What follows belongs to an exercise in optimizing a design on an open flow for small area; a production flow would make more cautious choices. Only simulation tests tie the RTL to the original design; equivalence was not proved. Power and IR drop assume default switching activity.

Design scan_top, start of the top module:
module scan_top
(
	input  logic        scan_clk,
	input  logic        rst,
	input  logic        scan_en,
	input  logic        scan_in,
	output logic        scan_out,
	output logic [31:0]  fe_bias,
	output logic [65:0]  cp16g,
	output logic [127:0] tnh1_casc,
	output logic [127:0] tnh2_casc,
	output logic [95:0]  cp8g,
	output logic [31:0]  vtc_bias,
	output logic [31:0]  sf_bias,
	output logic [31:0]  tnh2_bias,
	output logic [127:0] hpf_bias,
	output logic [26:0]  misc_ctrl,
	output logic [31:0]  tnh1_bias
);
Size in the first run: about 740 I/O pins.
export LEC_CHECK = 0
export CAP_MARGIN = 20
export CORE_MARGIN = 2
export CORE_UTILIZATION = 60
export PLACE_DENSITY = 0.7
export SLEW_MARGIN = 20
export SYNTH_HIERARCHICAL = 1
create_clock -name core_clock -period 6.0 [get_ports {scan_clk}]
standard.sh (not shown) runs the stock make flow with config.mk's settings and CLKGATE_MAP_FILE= SYNTH_SCRIPT=/design/flow/synth_recipe.tcl, a recipe that flattens the netlist after the stock synthesis.
==> flow/flow/run.sh <==
#!/bin/bash
# The standard ORFS layout (the standard.sh, run step by step), with these
# changes:
#  - the input and output ports get the smallest buffer, buf_1, instead of
#    the default pick (clkdlybuf4s50_1)
#  - clock tree synthesis inserts no dummy loads, uses clkbuf_2/4/8 and
#    clusters of at most 20 sinks within 60 um
# Synthesis is the standard one (standard.sh synth). Each step's full output
# goes to a log of its own in this folder; ORFS keeps each tool's own logs
# under orfs/logs/.
set -euo pipefail
export BUFFER_PORTS_ARGS="-buffer_cell sky130_fd_sc_hd__buf_1"
export CTS_ARGS="-sink_clustering_enable -repair_clock_nets -dont_use_dummy_load -buf_list {sky130_fd_sc_hd__clkbuf_2 sky130_fd_sc_hd__clkbuf_4 sky130_fd_sc_hd__clkbuf_8} -sink_clustering_size 20 -sink_clustering_max_diameter 60"
bash standard.sh synth > synth.log 2>&1
bash standard.sh floorplan > floorplan.log 2>&1
bash standard.sh place > place.log 2>&1
bash standard.sh cts > cts.log 2>&1
bash standard.sh route > route.log 2>&1
bash standard.sh finish > finish.log 2>&1
The starting point produced a clean layout.
Next try:
==> flow/run.sh (new file) <==
#!/bin/bash
# synth_recipe.tcl (not shown) runs the flow's synth.tcl, then flattens the netlist and writes it again
# the make line also repeats each setting of config.mk as NAME=value (left out here)
make -C /OpenROAD-flow-scripts/flow DESIGN_CONFIG=/design/flow/config.mk WORK_HOME=/design/flow/orfs CLKGATE_MAP_FILE= SYNTH_SCRIPT=/design/flow/synth_recipe.tcl finish
CORE_UTILIZATION = 40   (was 60)
PLACE_DENSITY = unset   (was 0.7)
removed: flow/flow/run.sh
removed: flow/standard.sh
What happened: The new run went through all stages and came out clean; utilization shrinks by 12 points; power grows by 39%; die area grows by 49%; worst setup slack is better by 0.31 ns; area after synthesis does not change.
Next try:
==> flow/flow/run.sh (new file) <==
#!/bin/bash
# The standard ORFS layout (the standard.sh), with two changes:
#  - the input and output ports get the smallest buffer, buf_1, instead of
#    the default pick (clkdlybuf4s50_1)
#  - clock tree synthesis inserts no dummy loads
# Each step's full output goes to a log of its own in this folder.
set -euo pipefail
export BUFFER_PORTS_ARGS="-buffer_cell sky130_fd_sc_hd__buf_1"
export CTS_ARGS="-sink_clustering_enable -repair_clock_nets -dont_use_dummy_load -buf_list {sky130_fd_sc_hd__clkbuf_4}"
bash standard.sh synth > synth.log 2>&1
bash standard.sh floorplan > floorplan.log 2>&1
bash standard.sh place > place.log 2>&1
bash standard.sh cts > cts.log 2>&1
bash standard.sh route > route.log 2>&1
bash standard.sh finish > finish.log 2>&1
==> flow/standard.sh (new file) <==
#!/bin/bash
# synth_recipe.tcl (not shown) runs the flow's synth.tcl, then flattens the netlist and writes it again
# the make line also repeats each setting of config.mk as NAME=value (left out here)
make -C /OpenROAD-flow-scripts/flow DESIGN_CONFIG=/design/flow/config.mk WORK_HOME=/design/flow/orfs CLKGATE_MAP_FILE= SYNTH_SCRIPT=/design/flow/synth_recipe.tcl "${@:-finish}"
removed: flow/run.sh
- The changed run went through all stages and came out clean
- global-route usage decreases by 2.4 points
- wire length drops by a little under a tenth
- power went down by about a fifth
Next try:
--- a/flow/flow/run.sh
+++ b/flow/flow/run.sh
@@ -8,3 +8,3 @@
 export BUFFER_PORTS_ARGS="-buffer_cell sky130_fd_sc_hd__buf_1"
-export CTS_ARGS="-sink_clustering_enable -repair_clock_nets -dont_use_dummy_load -buf_list {sky130_fd_sc_hd__clkbuf_4}"
+export CTS_ARGS="-sink_clustering_enable -repair_clock_nets -dont_use_dummy_load -buf_list {sky130_fd_sc_hd__clkbuf_2 sky130_fd_sc_hd__clkbuf_4 sky130_fd_sc_hd__clkbuf_8} -sink_clustering_size 20 -sink_clustering_max_diameter 60"
 bash standard.sh synth > synth.log 2>&1
CORE_UTILIZATION = 60   (was 40)
PLACE_DENSITY = 0.7   (was unset)
Outcome:
- The changed run finished with timing, DRC and antenna clean
- design area went down by 4.5%
- sequential share of layout area increases by 2.6 points
- via count drops by 2.5%
- power went down by 13%

---

Starting RTL as in the previous note.
Settings: LEC_CHECK=0, CAP_MARGIN=20, CORE_MARGIN=2, CORE_UTILIZATION=40, SLEW_MARGIN=20, SYNTH_HIERARCHICAL=1; clock period 6.0 ns.
==> flow/flow/run.sh <==
#!/bin/bash
# The standard ORFS layout (the standard.sh), with two changes:
#  - the input and output ports get the smallest buffer, buf_1, instead of
#    the default pick (clkdlybuf4s50_1)
#  - clock tree synthesis inserts no dummy loads
# Each step's full output goes to a log of its own in this folder.
set -euo pipefail
export BUFFER_PORTS_ARGS="-buffer_cell sky130_fd_sc_hd__buf_1"
export CTS_ARGS="-sink_clustering_enable -repair_clock_nets -dont_use_dummy_load -buf_list {sky130_fd_sc_hd__clkbuf_2 sky130_fd_sc_hd__clkbuf_4 sky130_fd_sc_hd__clkbuf_8}"
bash standard.sh synth > synth.log 2>&1
bash standard.sh floorplan > floorplan.log 2>&1
bash standard.sh place > place.log 2>&1
bash standard.sh cts > cts.log 2>&1
bash standard.sh route > route.log 2>&1
bash standard.sh finish > finish.log 2>&1
The starting point finished with timing, DRC and antenna clean.
==> next run, changes <==
--- a/flow/flow/run.sh
+++ b/flow/flow/run.sh
@@ -8,3 +8,3 @@
 export BUFFER_PORTS_ARGS="-buffer_cell sky130_fd_sc_hd__buf_1"
-export CTS_ARGS="-sink_clustering_enable -repair_clock_nets -dont_use_dummy_load -buf_list {sky130_fd_sc_hd__clkbuf_2 sky130_fd_sc_hd__clkbuf_4 sky130_fd_sc_hd__clkbuf_8}"
+export CTS_ARGS="-sink_clustering_enable -repair_clock_nets -dont_use_dummy_load -buf_list {sky130_fd_sc_hd__clkbuf_2 sky130_fd_sc_hd__clkbuf_4 sky130_fd_sc_hd__clkbuf_8} -sink_clustering_size 20 -sink_clustering_max_diameter 60"
 bash standard.sh synth > synth.log 2>&1
=> The new run completed with no timing, DRC or antenna violations; power went down by 15%; routed wire length is lower by about 1.5%; hold slack gains 0.0074 ns.
==> next run, changes <==
--- a/flow/flow/run.sh
+++ b/flow/flow/run.sh
@@ -4,3 +4,5 @@
 #    the default pick (clkdlybuf4s50_1)
-#  - clock tree synthesis inserts no dummy loads
+#  - clock tree synthesis inserts no dummy loads, uses clkbuf_2/4/8 and
+#    clusters of at most 20 sinks
+#  - pins may sit one routing track apart, so the die can be smaller
 # Each step's full output goes to a log of its own in this folder.
@@ -8,2 +10,3 @@
 export BUFFER_PORTS_ARGS="-buffer_cell sky130_fd_sc_hd__buf_1"
+export PLACE_PINS_ARGS="-min_distance 1 -min_distance_in_tracks"
 export CTS_ARGS="-sink_clustering_enable -repair_clock_nets -dont_use_dummy_load -buf_list {sky130_fd_sc_hd__clkbuf_2 sky130_fd_sc_hd__clkbuf_4 sky130_fd_sc_hd__clkbuf_8} -sink_clustering_size 20 -sink_clustering_max_diameter 60"
--- a/flow/config.mk
+++ b/flow/config.mk
@@ -9,3 +9,4 @@
 export CORE_MARGIN = 2
-export CORE_UTILIZATION = 40
+export CORE_UTILIZATION = 75
+export PLACE_DENSITY = 0.85
 export SLEW_MARGIN = 20
Global-route usage rises by 22 points.
Register-to-register slack degrades by 0.40 ns.
Cell count went down by roughly a tenth.
Via count rises by a little under a tenth.
==> next run, changes <==
==> flow/flow/run.sh (replaced) <==
#!/bin/bash
# The standard ORFS layout (the standard.sh), with two changes:
#  - the input and output ports get the smallest buffer, buf_1, instead of
#    the default pick (clkdlybuf4s50_1)
#  - clock tree synthesis inserts no dummy loads
# Each step's full output goes to a log of its own in this folder.
set -euo pipefail
export BUFFER_PORTS_ARGS="-buffer_cell sky130_fd_sc_hd__buf_1"
export CTS_ARGS="-sink_clustering_enable -repair_clock_nets -dont_use_dummy_load -buf_list {sky130_fd_sc_hd__clkbuf_4} -sink_clustering_size 10 -sink_clustering_max_diameter 40"
bash standard.sh synth > synth.log 2>&1
bash standard.sh floorplan > floorplan.log 2>&1
bash standard.sh place > place.log 2>&1
bash standard.sh cts > cts.log 2>&1
bash standard.sh route > route.log 2>&1
bash standard.sh finish > finish.log 2>&1
--- a/flow/config.mk
+++ b/flow/config.mk
@@ -9,4 +9,3 @@
 export CORE_MARGIN = 2
-export CORE_UTILIZATION = 75
-export PLACE_DENSITY = 0.85
+export CORE_UTILIZATION = 40
 export SLEW_MARGIN = 20
The new run finished with timing, DRC and antenna clean.
Power came out higher by 3.8%.
Register-to-register slack gets better by 0.35 ns.
Via count came out lower by 6.3%.
Worst setup slack gets better by 0.35 ns.
==> next run, changes <==
--- a/flow/flow/run.sh
+++ b/flow/flow/run.sh
@@ -8,3 +8,3 @@
 export BUFFER_PORTS_ARGS="-buffer_cell sky130_fd_sc_hd__buf_1"
-export CTS_ARGS="-sink_clustering_enable -repair_clock_nets -dont_use_dummy_load -buf_list {sky130_fd_sc_hd__clkbuf_4} -sink_clustering_size 10 -sink_clustering_max_diameter 40"
+export CTS_ARGS="-sink_clustering_enable -repair_clock_nets -dont_use_dummy_load -buf_list {sky130_fd_sc_hd__clkbuf_2 sky130_fd_sc_hd__clkbuf_4 sky130_fd_sc_hd__clkbuf_8} -sink_clustering_size 20 -sink_clustering_max_diameter 60"
 bash standard.sh synth > synth.log 2>&1
--- a/flow/config.mk
+++ b/flow/config.mk
@@ -9,3 +9,4 @@
 export CORE_MARGIN = 2
-export CORE_UTILIZATION = 40
+export CORE_UTILIZATION = 64
+export PLACE_DENSITY = 0.75
 export SLEW_MARGIN = 20
Outcome: With this change the flow did not get past I/O pin placement on PPL-0024. Synthesized area does not change. Synthesized cell count does not change.

---

Starting RTL as in the previous note.
Settings: LEC_CHECK=0, CAP_MARGIN=20, CORE_MARGIN=2, CORE_UTILIZATION=70, PLACE_DENSITY=0.8, SLEW_MARGIN=20, SYNTH_HIERARCHICAL=1; clock period 6.0 ns.
==> flow/flow/run.sh <==
#!/bin/bash
# The standard ORFS layout (the standard.sh), with two changes:
#  - the input and output ports get the smallest buffer, buf_1, instead of
#    the default pick (clkdlybuf4s50_1)
#  - clock tree synthesis inserts no dummy loads
# Each step's full output goes to a log of its own in this folder.
set -euo pipefail
export BUFFER_PORTS_ARGS="-buffer_cell sky130_fd_sc_hd__buf_1"
export CTS_ARGS="-sink_clustering_enable -repair_clock_nets -dont_use_dummy_load -buf_list {sky130_fd_sc_hd__clkbuf_2 sky130_fd_sc_hd__clkbuf_4 sky130_fd_sc_hd__clkbuf_8} -sink_clustering_size 20 -sink_clustering_max_diameter 60"
bash standard.sh synth > synth.log 2>&1
bash standard.sh floorplan > floorplan.log 2>&1
bash standard.sh place > place.log 2>&1
bash standard.sh cts > cts.log 2>&1
bash standard.sh route > route.log 2>&1
bash standard.sh finish > finish.log 2>&1
The first run stopped in I/O pin placement (3_2_place_iop).
Change:
--- a/flow/flow/run.sh
+++ b/flow/flow/run.sh
@@ -9 +9 @@
-export CTS_ARGS="-sink_clustering_enable -repair_clock_nets -dont_use_dummy_load -buf_list {sky130_fd_sc_hd__clkbuf_2 sky130_fd_sc_hd__clkbuf_4 sky130_fd_sc_hd__clkbuf_8} -sink_clustering_size 20 -sink_clustering_max_diameter 60"
+export CTS_ARGS="-sink_clustering_enable -repair_clock_nets -dont_use_dummy_load"
Settings changed: CORE_UTILIZATION 70 to 40, PLACE_DENSITY 0.8 to not set.
Outcome: With this change the flow finished with timing, DRC and antenna clean; synthesized cell count stays the same; area after synthesis is unchanged.
Change:
--- a/flow/flow/run.sh
+++ b/flow/flow/run.sh
@@ -9 +9 @@
-export CTS_ARGS="-sink_clustering_enable -repair_clock_nets -dont_use_dummy_load"
+export CTS_ARGS="-sink_clustering_enable -repair_clock_nets -dont_use_dummy_load -buf_list {sky130_fd_sc_hd__clkbuf_2 sky130_fd_sc_hd__clkbuf_4 sky130_fd_sc_hd__clkbuf_8} -sink_clustering_size 20 -sink_clustering_max_diameter 60"
Settings changed: CORE_UTILIZATION 40 to 60, GPL_TIMING_DRIVEN set to 0, PLACE_DENSITY set to 0.7.
After rerunning:
- The new run ran to the end with no violations
- wire length came out lower by 2.1%
- first-iteration DRC count came out higher by 29%
- synthesized cell count is unchanged
- design area falls by 3.2%
- setup slack gains 310 ps
- count of clock-buffer cells in the layout goes down by 37
- core utilization grows by 23 points
- global-route usage went up by 13 points
- non-clock buffer count rises by 22
Change:
--- a/flow/flow/run.sh
+++ b/flow/flow/run.sh
@@ -9 +9 @@
-export CTS_ARGS="-sink_clustering_enable -repair_clock_nets -dont_use_dummy_load -buf_list {sky130_fd_sc_hd__clkbuf_2 sky130_fd_sc_hd__clkbuf_4 sky130_fd_sc_hd__clkbuf_8} -sink_clustering_size 20 -sink_clustering_max_diameter 60"
+export CTS_ARGS="-sink_clustering_enable -repair_clock_nets -dont_use_dummy_load -buf_list {sky130_fd_sc_hd__clkbuf_16} -sink_clustering_size 30 -sink_clustering_max_diameter 60"
Settings changed: GPL_TIMING_DRIVEN 0 to not set.
Sequential share of layout area went up by 1.1 points.
Clock skew went down by 7.9 ps.
Worst hold slack gets worse by 4.6 ps.

## re-timing with driven ports
In the flow no input, the clock included, has a driving cell. The finished layouts below were timed again as built, in two steps. Step 1, drivers: a clkbuf_16 drives scan_clk and a buf_2 each remaining input, both assumed. Step 2 moves the port delays by t, midway between the first and last clock arrival at a register: inputs arrive t later, outputs are due t later. That takes back most of the time a late clock gives input paths. a / b / c = ideal ports / drivers / drivers and shift; a / b = the first two.
run | shift t [ns] | setup WS [ns] | hold slack, ns
the first run of note 1 | 0.728 | 2.203 / 2.207 / 1.479 | 0.471 / 0.471 / 0.471
the second run of note 1 | 0.685 | 2.515 / 2.525 / 1.840 | 0.461 / 0.461 / 0.461
the third run of note 1 | 1.024 | 2.813 / 2.813 / 1.860 | 0.399 / 0.428 / 0.458
the fourth run of note 1 | 0.728 | 2.203 / 2.207 / 1.479 | 0.471 / 0.471 / 0.471
the first run of note 2 | 0.811 | 2.681 / 2.707 / 1.896 | 0.458 / 0.458 / 0.458
the second run of note 2 | 0.749 | 2.629 / 2.652 / 1.903 | 0.465 / 0.465 / 0.465
the third run of note 2 | 0.685 | 2.436 / 2.443 / 1.769 | 0.475 / 0.475 / 0.475
the fourth run of note 2 | 0.912 | 2.783 / 2.783 / 1.912 | 0.464 / 0.464 / 0.464
the second run of note 3 | 0.657 | 2.497 / 2.516 / 1.859 | 0.458 / 0.458 / 0.458
the third run of note 3 | 0.723 | 2.808 / 2.808 / 2.238 | 0.474 / 0.474 / 0.474
the fourth run of note 3 | 0.663 | 2.200 / 2.209 / 1.546 | 0.469 / 0.469 / 0.469
After both steps setup and hold are still met in every run listed. For the third run of note 1, which loses most, drivers alone change the setup slack by 0.000 ns; drivers and shift together by -0.953 ns.
